What follows belongs to an exercise in optimizing a design on an open flow for small area, a short achievable clock period and few clock cycles per item; a production flow would make more cautious choices. In this exercise RTL edits were held to simulation tests only and were not proved equivalent to the original.

==> flow/design.v, too long to show whole: its modules and the start of the top module <==
// module neurona_mac: 1742 lines
// module neurona_mac_selb: 18 lines
// module neurona_mac_fa: 10 lines
// module neurona_mac_c42: 17 lines
// module neurona_mac_c32: 16 lines
// module neurona_mac_ha: 9 lines
module neurona_mac #(
    parameter int Signo     = 1,
    parameter int Magnitud  = 7,
    parameter int Precision = 24,
    parameter int Width     = Signo + Magnitud + Precision,
    parameter int NEntradas = 4
) (
    input  logic             CLK,
    input  logic             RST,
    input  logic             Inicio,
    input  logic [Width-1:0] Sesgo,
    input  logic             EntradaValida,
    input  logic [Width-1:0] Entrada,
    input  logic [Width-1:0] Peso,
    output logic             Ocupado,
    output logic             Listo,
    output logic [Width-1:0] Salida,
    output logic             Error
);
  // ...
==> flow/flow/run.sh <==
#!/bin/bash
set -euo pipefail
MARGIN=$(cat flow/margin.txt)
bash standard.sh SETUP_SLACK_MARGIN=$MARGIN \
  "BUFFER_PORTS_ARGS=-buffer_cell sky130_fd_sc_hd__buf_4" \
  finish > orfs_make.log 2>&1
==> flow/flow/margin.txt <==
9.7
==> flow/standard.sh <==
#!/bin/bash
# synth_recipe.tcl (not shown) runs the flow's synth.tcl, then flattens the netlist and writes it again
# the make line also repeats each setting of config.mk as NAME=value (left out here)
make -C /OpenROAD-flow-scripts/flow DESIGN_CONFIG=/design/flow/config.mk WORK_HOME=/design/flow/orfs CLKGATE_MAP_FILE= SYNTH_SCRIPT=/design/flow/synth_recipe.tcl "${@:-finish}"
==> flow/config.mk <==
export PLATFORM = sky130hd
export DESIGN_NAME = neurona_mac
export DESIGN_NICKNAME = neurona_mac
export VERILOG_FILES = /design/flow/design.v
export SDC_FILE = /design/flow/constraint.sdc
export NUM_CORES = 4
export LEC_CHECK = 0
export CAP_MARGIN = 20
export CORE_MARGIN = 2
export CORE_UTILIZATION = 40
export SLEW_MARGIN = 20
export SYNTH_HIERARCHICAL = 1
export TNS_END_PERCENT = 0
==> flow/constraint.sdc <==
create_clock -name core_clock -period 13.5 [get_ports {CLK}]
set_input_delay 2.7000 -clock core_clock [delete_from_list [all_inputs] [get_ports {CLK}]]
set_output_delay 2.7000 -clock core_clock [all_outputs]
set_load 0.01 [all_outputs]
==> results.json, run 1 <==
{
  "outcome": "finished clean",
  "crit_path_end": "salida_q[1]$_DFF_PP0_",
  "die_area_um2": 87200,
  "relSlewSlack": 0.213,
  "cpPeakStageDelay_ps": 590,
  "inv_count": 67,
  "crit_cells": 16,
  "die-height_um": 295,
  "worstPathMaxFanout": 10,
  "place_area_um2": 35800,
  "finalCriticalPeriod_ps": 4340,
  "die_x_um": 295,
  "rsz0062_at_grt": "true",
  "drc": 0,
  "clock-root-buffer": "clkbuf_16",
  "post-route-period-util": 0.322,
  "portBuffers": 134,
  "cts.sink_count": 317,
  "layout_setup_ws_ps": 9160,
  "synth-simple-area-share": 0.0723,
  "fin_tns_setup_ps": 0,
  "design.seq.count": 317,
  "clock_latency_ps": 570,
  "cts_tree": "built",
  "tightest_slew_ps": 1180,
  "hold_path.class": "reg -> reg",
  "design_area_um2": 37800,
  "holdCritStartpoint": "sg1_q$_DFF_P_",
  "wl_met1_um": 46200,
  "mostFrequentLayoutCells": "xnor2_1 (563), fa_1 (469), a22oi_1 (375), dfxtp_1 (241), buf_4 (200)",
  "nonClockBufferCount": 214,
  "yosysMostFrequentCell": "xnor2_1",
  "post-place-ws_ps": 8200,
  "grt.total_usage": 0.244,
  "core_um2": 83800,
  "r2r-end": "salida_q[1]$_DFF_PP0_",
  "fp-row-count": 106,
  "dp.cells": 4363
}
Testbench counts, summed over its fixed seeds: cycles 3,584, items 512.
==> run 2: changes to the inputs <==
--- a/flow/design.v
+++ b/flow/design.v
@@ -1701,17 +1701,17 @@
     wire [34:0] smax = acc_q + 35'h07FFFFFFF;
     wire [34:0] smin = acc_q + 35'h780000000;
     wire [34:0] ssat = sg2_q ? smin : smax;
     wire [34:0] acc_d = povf ? ssat : sraw;
     wire        osat = !((&ssat[34:31]) || !(|ssat[34:31]));
     wire [32:0] craw = oraw ? {1'b1, sraw_neg ? 32'h80000000 : 32'h7FFFFFFF} : {1'b0, sraw[31:0]};
     wire [32:0] csat = osat ? {1'b1, ssat[34] ? 32'h80000000 : 32'h7FFFFFFF} : {1'b0, ssat[31:0]};
     wire [32:0] cfin = povf ? csat : craw;
-    localparam bit SELMOD = 1;
+    localparam bit SELMOD = 0;
     wire [31:0] salida_d;
     wire [31:0] satk0 = {st0[3], {31{~st0[3]}}};
     wire [31:0] satk1 = {st1[3], {31{~st1[3]}}};
     genvar gb;
     generate
         for (gb = 0; gb < 32; gb++) begin : g_sel
             neurona_mac_selb u_selb (.s(sraw[gb]), .c(c31), .o0(ovf0), .o1(ovf1), .k0(satk0[gb]),
                                      .k1(satk1[gb]), .pv(povf), .cs(csat[gb]), .en(fin),
--- a/flow/config.mk
+++ b/flow/config.mk
@@ -5,9 +5,9 @@
 export SDC_FILE = /design/flow/constraint.sdc
 export NUM_CORES = 4
 export LEC_CHECK = 0
 export CAP_MARGIN = 20
 export CORE_MARGIN = 2
 export CORE_UTILIZATION = 40
 export SLEW_MARGIN = 20
 export SYNTH_HIERARCHICAL = 1
-export TNS_END_PERCENT = 0
+export TNS_END_PERCENT = 20
==> results.json, run 2 <==
{
  "netlist_instances": 3111,
  "finClkSkew_ps": 36.8,
  "core_um2": 80300,
  "ys.flop_type": "dfxtp_1",
  "tightest_slew_ps": 1150,
  "cts_buffer_depth": 3,
  "r2r-end": "salida_q[22]$_DFFE_PP0P_",
  "grt_start_max_net_pins": 71,
  "wl_um": 103000,
  "worstPathMaxFanout": 6,
  "globalplace.congestion": 0.917,
  "initial_core_util": 0.402,
  "cts_buffers": 40,
  "seq_area_frac_synth": 0.203,
  "hold_path.class": "reg -> reg",
  "drt-initial-drc-count": 2652,
  "grt-ovfl-total": 0,
  "clock_latency_ps": 600,
  "ys_ff_latch": 317,
  "dp.cells": 4064,
  "yosys.area.top_type": "fa_1",
  "synth_enable_flop_cells": 0,
  "drv_cap": 0,
  "reg2reg_depth": 16,
  "fin_tns_setup_ps": 0,
  "fp-row-count": 104,
  "grt_pass1_vias": 24900,
  "synth_area_leaders": "fa_1 (29%), dfxtp_1 (17%), xnor2_1 (15%)",
  "vias": 24600,
  "n_fill_cell": 7503,
  "relSlewSlack": 0.234,
  "die_x_um": 288,
  "slew_violations": 0,
  "reg2reg_slack_ps": 9290,
  "nets": 3847,
  "h-tree-depth": 2,
  "whs_ps": 347,
  "io_pins": 135,
  "clock-root-buffer": "clkbuf_16",
  "dp_hpwl_um": 71000,
  "top_regs": "r1_q (52), r0_q (51), acc_q (35)",
  "regArea_um2": 6670,
  "layout_commonest_cell": "xnor2_1",
  "crit_path_end": "salida_q[22]$_DFFE_PP0P_",
  "worst_ep_arrival_time_ps": 4740,
  "startpoint": "r0_q[18]$_DFF_P_",
  "setup_violations": 0,
  "largest_reg_flops": 52,
  "fin_cells": 4190,
  "multiInputGateArea_um2": 24900,
  "start_kind": "flop",
  "yosysMostFrequentCell": "xnor2_1",
  "ys_top_cells_by_count": "xnor2_1 (565), fa_1 (470), a22oi_1 (398)",
  "grt.total_usage": 0.246,
  "portBuffers": 134,
  "finalCriticalPeriod_ps": 4210,
  "first_pass_iters": 7,
  "rsz0062_at_grt": "true",
  "place_area_um2": 34000,
  "cts.sink_count": 317,
  "ys_types": 69,
  "clkSlewWorstSetupHoldPaths_ps": 60,
  "wire_per_inst_um": 24.5,
  "antenna_found_initial": 1,
  "outcome": "finished clean",
  "critPathKind": "reg -> reg",
  "ys.warnings.count": 9,
  "mostFrequentLayoutCells": "xnor2_1 (562), fa_1 (470), a22oi_1 (394), dfxtp_1 (227), buf_4 (220)",
  "post-route-period-util": 0.312,
  "syn_avg_cell_area_um2": 10.4,
  "grt_pass1_wl_um": 156000,
  "async_reset_ff_frac": 0.139,
  "die_area_um2": 83100,
  "cts_hold_buf": 0,
  "design_area_um2": 36500,
  "vias_per_cell": 5.88,
  "drc": 0,
  "antenna_left": 0,
  "cts_tree": "built",
  "synthToLayoutAreaGrowth_pct": 12.9,
  "fmax_mhz": 237,
  "top_register": "r1_q",
  "die-height_um": 288,
  "hold_viol": 0,
  "crit_path_end_kind": "flop",
  "drive_gt1_frac": 0.144,
  "timing.rr.start": "r0_q[18]$_DFF_P_",
  "mappedNetlistArea_um2": 32300,
  "synth_top_area_frac": 0.291,
  "cp.required_ps": 14030
}
## run 2: cell type report
cell class / count / share of cell area
clock buffer: 51 / 0.0305
multi-input combinational: 2445 / 0.681
antenna: 1 / 0.0000686
inverter: 61 / 0.00754
timing repair buffer: 232 / 0.0518
tap: 1060 / 0.0363
sequential: 317 / 0.183
clock inverter: 23 / 0.00977
## run 2: metrics by stage
step	setup WS [ps]	utilization
finish	9290	0.454
detailed placement	8470	0.424
floorplan	9640	-
global placement	8490	0.424
global route	9150	0.454
CTS	9360	0.451
## run 2: worst min path at each step
stage / endpoint / cells past startpoint / startpoint / slack, ps
floorplan: sg2_q$_DFF_P_ / 0 / sg1_q$_DFF_P_ / 310
CTS: v2_q$_DFF_PP0_ / 0 / v1_q$_DFF_PP0_ / 350
global route: v2_q$_DFF_PP0_ / 0 / v1_q$_DFF_PP0_ / 360
detailed placement: v2_q$_DFF_PP0_ / 0 / v1_q$_DFF_PP0_ / 340
global placement: l2_q$_DFF_PP0_ / 0 / l1_q$_DFF_PP0_ / 340
finish: v2_q$_DFF_PP0_ / 0 / v1_q$_DFF_PP0_ / 350
## run 2: repair_timing
item                       in CTS  in global routing
gates cloned                    2                  2
pin swaps                      13                 13
setup endpoints to repair     216                172
resized for setup              89                 45
setup buffers                  42                  5
## run 2: Yosys stat by module, one instance, submodules excluded
module | area (um2) | copies in the design | cells
neurona_mac_ha | 12.5 | 80 | 1
neurona_mac_fa | 20.0 | 467 | 1
neurona_mac | 22000 | 1 | 2564
## run 2: worst max-delay path, cell delays in order (launching register included)
cell and delay, ps:
dfxtp_2 320, fa_1 580, fa_1 460, ha_4 310, nand4_1 180, nor4_4 360, nand3_2 140, nand4_1 250
and3b_2 250, buf_4 120, nor4_4 40, mux2i_4 210, buf_12 160, buf_4 140, nor2_4 250, nand3_1 190
a31oi_4 190
## run 2: logic make-up (layout without fill, tap and decap cells)
kind of cell	after synthesis	count (layout)	share of synthesized area
adder cells (fa/ha/maj)	650	650	0.361
multiplexers	31	31	0.0102
AND/OR/NAND/NOR	369	371	0.0537
AO/OA/AOI/OAI	762	762	0.162
other	1	18	0.000116
XOR/XNOR	614	614	0.166
buffers and inverters	367	367	0.0436
flip-flops	317	317	0.203
## run 2: layer usage
metal / track usage / part of all wire / vias up
met3: 0.0648 / 0.11 / 213
met2: 0.363 / 0.43 / 1450
met1: 0.350 / 0.43 / 12200
met4: 0.0777 / 0.030 / 0
li1: - / - / 10700
met5: 0 / 0 / -
Testbench counts of run 2, summed over its fixed seeds: cycles 3,584, items 512.
==> run 3: changes to the inputs <==
--- a/flow/config.mk
+++ b/flow/config.mk
@@ -12,2 +12,2 @@
 export SYNTH_HIERARCHICAL = 1
-export TNS_END_PERCENT = 20
+export TNS_END_PERCENT = 5
==> results.json, run 3 <==
{
  "synth_area_leaders": "fa_1 (29%), dfxtp_1 (17%), xnor2_1 (15%)",
  "n_fill_cell": 7609,
  "drc": 0,
  "ys_top_cells_by_count": "xnor2_1 (565), fa_1 (470), a22oi_1 (398)",
  "dp_hpwl_um": 70400,
  "fp-row-count": 104,
  "crit_path_end_kind": "flop",
  "timing.rr.start": "e1_q[17]$_DFF_P_",
  "grt_start_max_net_pins": 70,
  "async_reset_ff_frac": 0.139,
  "grt_pass1_wl_um": 152000,
  "antenna_found_initial": 0,
  "layout_commonest_cell": "xnor2_1",
  "rsz0062_at_grt": "true",
  "design_area_um2": 35800,
  "drt-initial-drc-count": 2740,
  "regArea_um2": 6610,
  "drive_gt1_frac": 0.118,
  "outcome": "finished clean",
  "holdCritStartpoint": "sg1_q$_DFF_P_",
  "drv_cap": 0,
  "nets": 3811,
  "mappedNetlistArea_um2": 32300,
  "setup_violations": 0,
  "synth_enable_flop_cells": 0,
  "start_kind": "flop",
  "antenna_left": 0,
  "initial_core_util": 0.402,
  "hold_path.class": "reg -> reg",
  "top_register": "r1_q",
  "holdPathStages": 0,
  "multiInputGateArea_um2": 24700,
  "cts_buffers": 38,
  "holdPathEnd": "sg2_q$_DFF_P_",
  "syn_avg_cell_area_um2": 10.4,
  "grt.total_usage": 0.239,
  "cts_tree": "built",
  "top_regs": "r1_q (52), r0_q (51), acc_q (35)",
  "io_pins": 135,
  "worst_ep_arrival_time_ps": 4670,
  "clkSlewWorstSetupHoldPaths_ps": 60,
  "wire_per_inst_um": 24.3,
  "vias": 24300,
  "grt_pass1_vias": 24100,
  "ys_types": 69,
  "ys.warnings.count": 9,
  "ys_ff_latch": 317,
  "reg2reg_slack_ps": 9270,
  "critPathKind": "reg -> reg",
  "synthToLayoutAreaGrowth_pct": 10.8,
  "finClkSkew_ps": 30.2,
  "die_x_um": 288,
  "clock_latency_ps": 590,
  "finalCriticalPeriod_ps": 4230,
  "cts_buffer_depth": 3,
  "fin_tns_setup_ps": 0,
  "cp.required_ps": 13940,
  "seq_area_frac_synth": 0.203,
  "yosysMostFrequentCell": "xnor2_1",
  "r2r-end": "r2_q[22]$_DFF_P_",
  "utilization": 0.446,
  "tightest_slew_ps": 1120,
  "wl_um": 101000,
  "grt-ovfl-total": 0,
  "reg2reg_depth": 8,
  "yosys.area.top_type": "fa_1",
  "die_area_um2": 83100,
  "first_pass_iters": 6,
  "hold_viol": 0,
  "synth_top_area_frac": 0.291,
  "globalplace.congestion": 0.902,
  "mostFrequentLayoutCells": "xnor2_1 (565), fa_1 (469), a22oi_1 (397), dfxtp_1 (242), buf_4 (189)",
  "portBuffers": 134,
  "worstPathMaxFanout": 17,
  "netlist_instances": 3111,
  "relSlewSlack": 0.254,
  "clock-root-buffer": "clkbuf_16",
  "place_area_um2": 34000,
  "fmax_mhz": 236,
  "h-tree-depth": 2,
  "post-route-period-util": 0.313,
  "diodes": 0,
  "cts.sink_count": 317,
  "largest_reg_flops": 52,
  "ys.flop_type": "dfxtp_1",
  "slew_violations": 0,
  "vias_per_cell": 5.86,
  "cts_hold_buf": 0,
  "core_um2": 80300,
  "die-height_um": 288
}
==> run 3: cell types whose count changed in the layout (fill, tap and decap cells not counted), sizes merged <==
cell	change
buf	-35
bufinv	-4
clkbuf	+1
clkinvlp	-11
diode	-1
inv	+9
==> run 3: logic make-up after synthesis <==
logic type | share of synthesized area
multiplexers | 0.0102
AND/OR/NAND/NOR | 0.0537
adder cells (fa/ha/maj) | 0.361
flip-flops | 0.203
other | 0.000116
buffers and inverters | 0.0436
AO/OA/AOI/OAI | 0.162
XOR/XNOR | 0.166
==> run 3: area by class of cell <==
cell class	instances	area share
multi-input combinational	2445	0.690
sequential	317	0.185
timing repair buffer	198	0.0449
tap	1060	0.0370
clock buffer	51	0.0305
inverter	61	0.00643
clock inverter	17	0.00619
==> run 3: critical path, stage by stage, from the launching register on <==
cell and delay (ps):
dfxtp_2 660, inv_1 450, o22ai_1 270, xnor2_1 240, fa_1 500, fa_1 440
fa_1 510, fa_1 580, fa_1 450
==> run 3: metrics by stage <==
| stage | cells | worst slack, ps | hold WS, ps |
|---|---|---|---|
| detailed placement | 4064 | 8430 | 326 |
| finish | 4149 | 9270 | 339 |
| floorplan | 3127 | 9640 | 310 |
| CTS | 4139 | 9290 | 340 |
| global route | 4149 | 9200 | 343 |
| global placement | 4064 | 8490 | 311 |
==> run 3: per-module statistics from Yosys (local to each module, per instance) <==
module | cell area, um2 | cells inside | times used | flip-flops and latches
neurona_mac | 22000 | 2564 | 1 | 317
neurona_mac_fa | 20.0 | 1 | 467 | 0
neurona_mac_ha | 12.5 | 1 | 80 | 0
==> run 3: worst max-delay path by stage <==
stage	startpoint	cells past startpoint	slack [ps]	endpoint
floorplan	r2_q[15]$_DFF_P_	14	9640	salida_q[19]$_DFFE_PP0P_
global placement	EntradaValida	6	8490	two1_q[15]$_DFF_P_
detailed placement	EntradaValida	6	8430	two1_q[14]$_DFF_P_
CTS	r2_q[15]$_DFF_P_	15	9290	salida_q[2]$_DFFE_PP0P_
global route	r2_q[13]$_DFF_P_	15	9200	salida_q[1]$_DFFE_PP0P_
finish	e1_q[17]$_DFF_P_	8	9270	r2_q[22]$_DFF_P_
==> run 3: repair_timing <==
item / 4_1_cts / 5_1_grt
pin swaps: 3 / 12
cloned: 2 / 3
buffers inserted: 5 / 6
resized for setup: 36 / 27
endpoints found under the setup margin: 218 / 215
==> run 3: layer usage <==
layer / share of wire / track usage
met1: 0.43 / 0.342
met2: 0.43 / 0.353
met3: 0.12 / 0.0666
met4: 0.026 / 0.0645
met5: 0 / 0
==> run 4: changes to the inputs <==
--- a/flow/config.mk
+++ b/flow/config.mk
@@ -12,2 +12,2 @@
 export SYNTH_HIERARCHICAL = 1
-export TNS_END_PERCENT = 5
+export TNS_END_PERCENT = 0
==> results.json, run 4 <==
{
  "vias": 24300,
  "synth_compound_area_frac": 0.162,
  "layout_commonest_cell": "xnor2_1",
  "synth_enable_flop_cells": 0,
  "netlist_instances": 3111,
  "synthXorXnorAreaFrac": 0.166,
  "mostFrequentLayoutCells": "xnor2_1 (565), fa_1 (470), a22oi_1 (398), dfxtp_1 (243), buf_4 (183)",
  "worstPathMaxFanout": 17,
  "finClkSkew_ps": 29.9,
  "ys_types": 69,
  "ys.flop_type": "dfxtp_1",
  "vias_per_cell": 5.88,
  "seq_area_frac_synth": 0.203,
  "diodes": 0,
  "async_reset_ff_frac": 0.139,
  "core_um2": 80300,
  "finalCriticalPeriod_ps": 4220,
  "cp_common_cell": "fa_1",
  "grt_start_max_net_pins": 70,
  "ys_ff_latch": 317,
  "first_pass_iters": 6,
  "post-place-ws_ps": 8430,
  "syn_avg_cell_area_um2": 10.4,
  "reg2reg_slack_ps": 9280,
  "cp_cell_sequence": "inv_1 -> o22ai_1 -> xnor2_1 -> fa_1 -> fa_1 -> fa_1 -> fa_1 -> fa_1",
  "yosysMostFrequentCell": "xnor2_1",
  "ys_top_cells_by_count": "xnor2_1 (565), fa_1 (470), a22oi_1 (398)",
  "top_register": "r1_q",
  "drt-initial-drc-count": 2787,
  "grt.total_usage": 0.239,
  "start_kind": "flop",
  "die-height_um": 288,
  "largest_reg_flops": 52,
  "drc": 0,
  "drive_gt1_frac": 0.108,
  "initial_core_util": 0.402,
  "dp.cells": 4064,
  "synth_area_leaders": "fa_1 (29%), dfxtp_1 (17%), xnor2_1 (15%)",
  "nets": 3800,
  "synthMuxAreaShare": 0.0102,
  "grt-ovfl-total": 0,
  "mappedNetlistArea_um2": 32300,
  "yosys.area.top_type": "fa_1",
  "top_regs": "r1_q (52), r0_q (51), acc_q (35)",
  "ys.warnings.count": 9,
  "synthToLayoutAreaGrowth_pct": 10.0,
  "fmax_mhz": 237,
  "fin_cells": 4138,
  "grt_pass1_wl_um": 152000,
  "clock_latency_ps": 590,
  "outcome": "finished clean",
  "cp.required_ps": 13940,
  "clkSlewWorstSetupHoldPaths_ps": 60,
  "tightest_slew_ps": 1120,
  "fp-row-count": 104,
  "cpPeakStageDelay_ps": 660,
  "relSlewSlack": 0.253,
  "cts_hold_buf": 0,
  "post-route-period-util": 0.313,
  "cts.sink_count": 317,
  "crit_path_end_kind": "flop",
  "whs_ps": 339,
  "synth_top_area_frac": 0.291,
  "grt_pass1_vias": 24100,
  "layout_setup_ws_ps": 9280,
  "synth_top_family_by_area": "adder cells",
  "design_area_um2": 35500,
  "cts_tree": "built",
  "critPathSlowestCell": "dfxtp_2",
  "cts_buffer_depth": 3,
  "synth_fa_ha_area_frac": 0.361,
  "globalplace.congestion": 0.902,
  "wire_per_inst_um": 24.3,
  "rsz0062_at_grt": "true",
  "utilization": 0.443,
  "die_x_um": 288,
  "hold_path.class": "reg -> reg",
  "antenna_found_initial": 0,
  "place_area_um2": 34000,
  "wl_um": 101000,
  "die_area_um2": 83100,
  "dp_hpwl_um": 70400,
  "setup_violations": 0,
  "synth-simple-area-share": 0.0537,
  "portBuffers": 134,
  "drv_cap": 0,
  "worst_ep_arrival_time_ps": 4660,
  "hold_viol": 0,
  "fin_tns_setup_ps": 0,
  "cts_buffers": 38,
  "antenna_left": 0,
  "critPathKind": "reg -> reg",
  "clock-root-buffer": "clkbuf_16",
  "slew_violations": 0,
  "h-tree-depth": 2,
  "io_pins": 135
}
-- run 4: cell counts after synthesis --
No cell type changed its count.
-- run 4: Yosys stat by module (local to each module, per instance) --
module / times used / flops+latches
neurona_mac_ha: 80 / 0
neurona_mac: 1 / 317
neurona_mac_fa: 467 / 0
-- run 4: cells by family after synthesis --
family / count (synthesis)
compound gates: 762
xor+xnor: 614
fa+ha+maj: 650
buf+inv: 367
flops: 317
mux: 31
other cells: 1
simple gates: 369
-- run 4: final timing paths --
| kind | startpoint | end | cells after the start |
|---|---|---|---|
| worst max-delay path | e1_q[17]$_DFF_P_ | r2_q[22]$_DFF_P_ | 8 |
| worst min-delay path | sg1_q$_DFF_P_ | sg2_q$_DFF_P_ | 0 |
| worst max register to register | e1_q[17]$_DFF_P_ | r2_q[22]$_DFF_P_ | 8 |
| worst min register to register | sg1_q$_DFF_P_ | sg2_q$_DFF_P_ | 0 |
| max in group asynchronous | RST | salida_q[4]$_DFFE_PP0P_ | 2 |
| min in group asynchronous | RST | listo_q$_DFF_PP0_ | 2 |
-- run 4: what timing repair did --
action | in CTS | in global routing
gates resized for setup | 31 | 3
gates cloned | 1 | 1
pin swaps | 3 | 3
buffers inserted | 3 | 0
endpoints found under the setup margin | 218 | 215
-- run 4: critical path, delay by kind of cell (launching register included) --
family	cells	cell delay (ps)
flops	1	660
buf+inv	1	440
xor+xnor	1	240
fa+ha+maj	5	2460
compound gates	1	270
-- run 4: layer usage --
metal | part of all wire | track usage | up-vias
li1 | - | - | 10600
met4 | 0.024 | 0.0644 | 0
met2 | 0.43 | 0.352 | 1383
met3 | 0.11 | 0.0663 | 174
met5 | 0 | 0 | -
met1 | 0.44 | 0.343 | 12200
-- run 4: final cells by class --
type | count | area, um2
Timing Repair Buffer | 187 | 1460
Inverter | 61 | 230
Clock inverter | 17 | 221
Tap cell | 1060 | 1330
Clock buffer | 51 | 1090
Multi-Input combinational cell | 2445 | 24600
Fill cell | 7641 | 44700
Sequential cell | 317 | 6610

==> what the ideal ports hide <==
In the flow no input, the clock included, has a driving cell. The finished layouts below were timed again as built, in two steps. Step 1, drivers: a clkbuf_16 drives CLK and a buf_2 each remaining input, both assumed. Step 2, shift: input delay + t, output delay - t, t = (earliest + latest rising clock arrival at the registers) / 2. This alone moves slack from input paths to output paths. a / b / c = no drivers / after step 1 / after step 2; a / b = the first two.
| run | shift t [ns] | setup WS [ns] | worst setup path after step 2 | clock arrival spread, ns |
|---|---|---|---|---|
| run 1 | 0.634 | 9.159 / 9.159 / 8.843 | input to register | 0.018 / 0.018 |
| run 2 | 0.653 | 9.289 / 9.289 / 8.795 | input to register | 0.037 / 0.037 |
| run 3 | 0.640 | 9.271 / 9.271 / 8.780 | input to register | 0.030 / 0.030 |
| run 4 | 0.639 | 9.280 / 9.280 / 8.782 | input to register | 0.030 / 0.030 |
After both steps setup and hold are still met in every run listed. The setup slack of run 4, which loses most, moves by 0.000 ns with the drivers and by -0.498 ns with both steps.
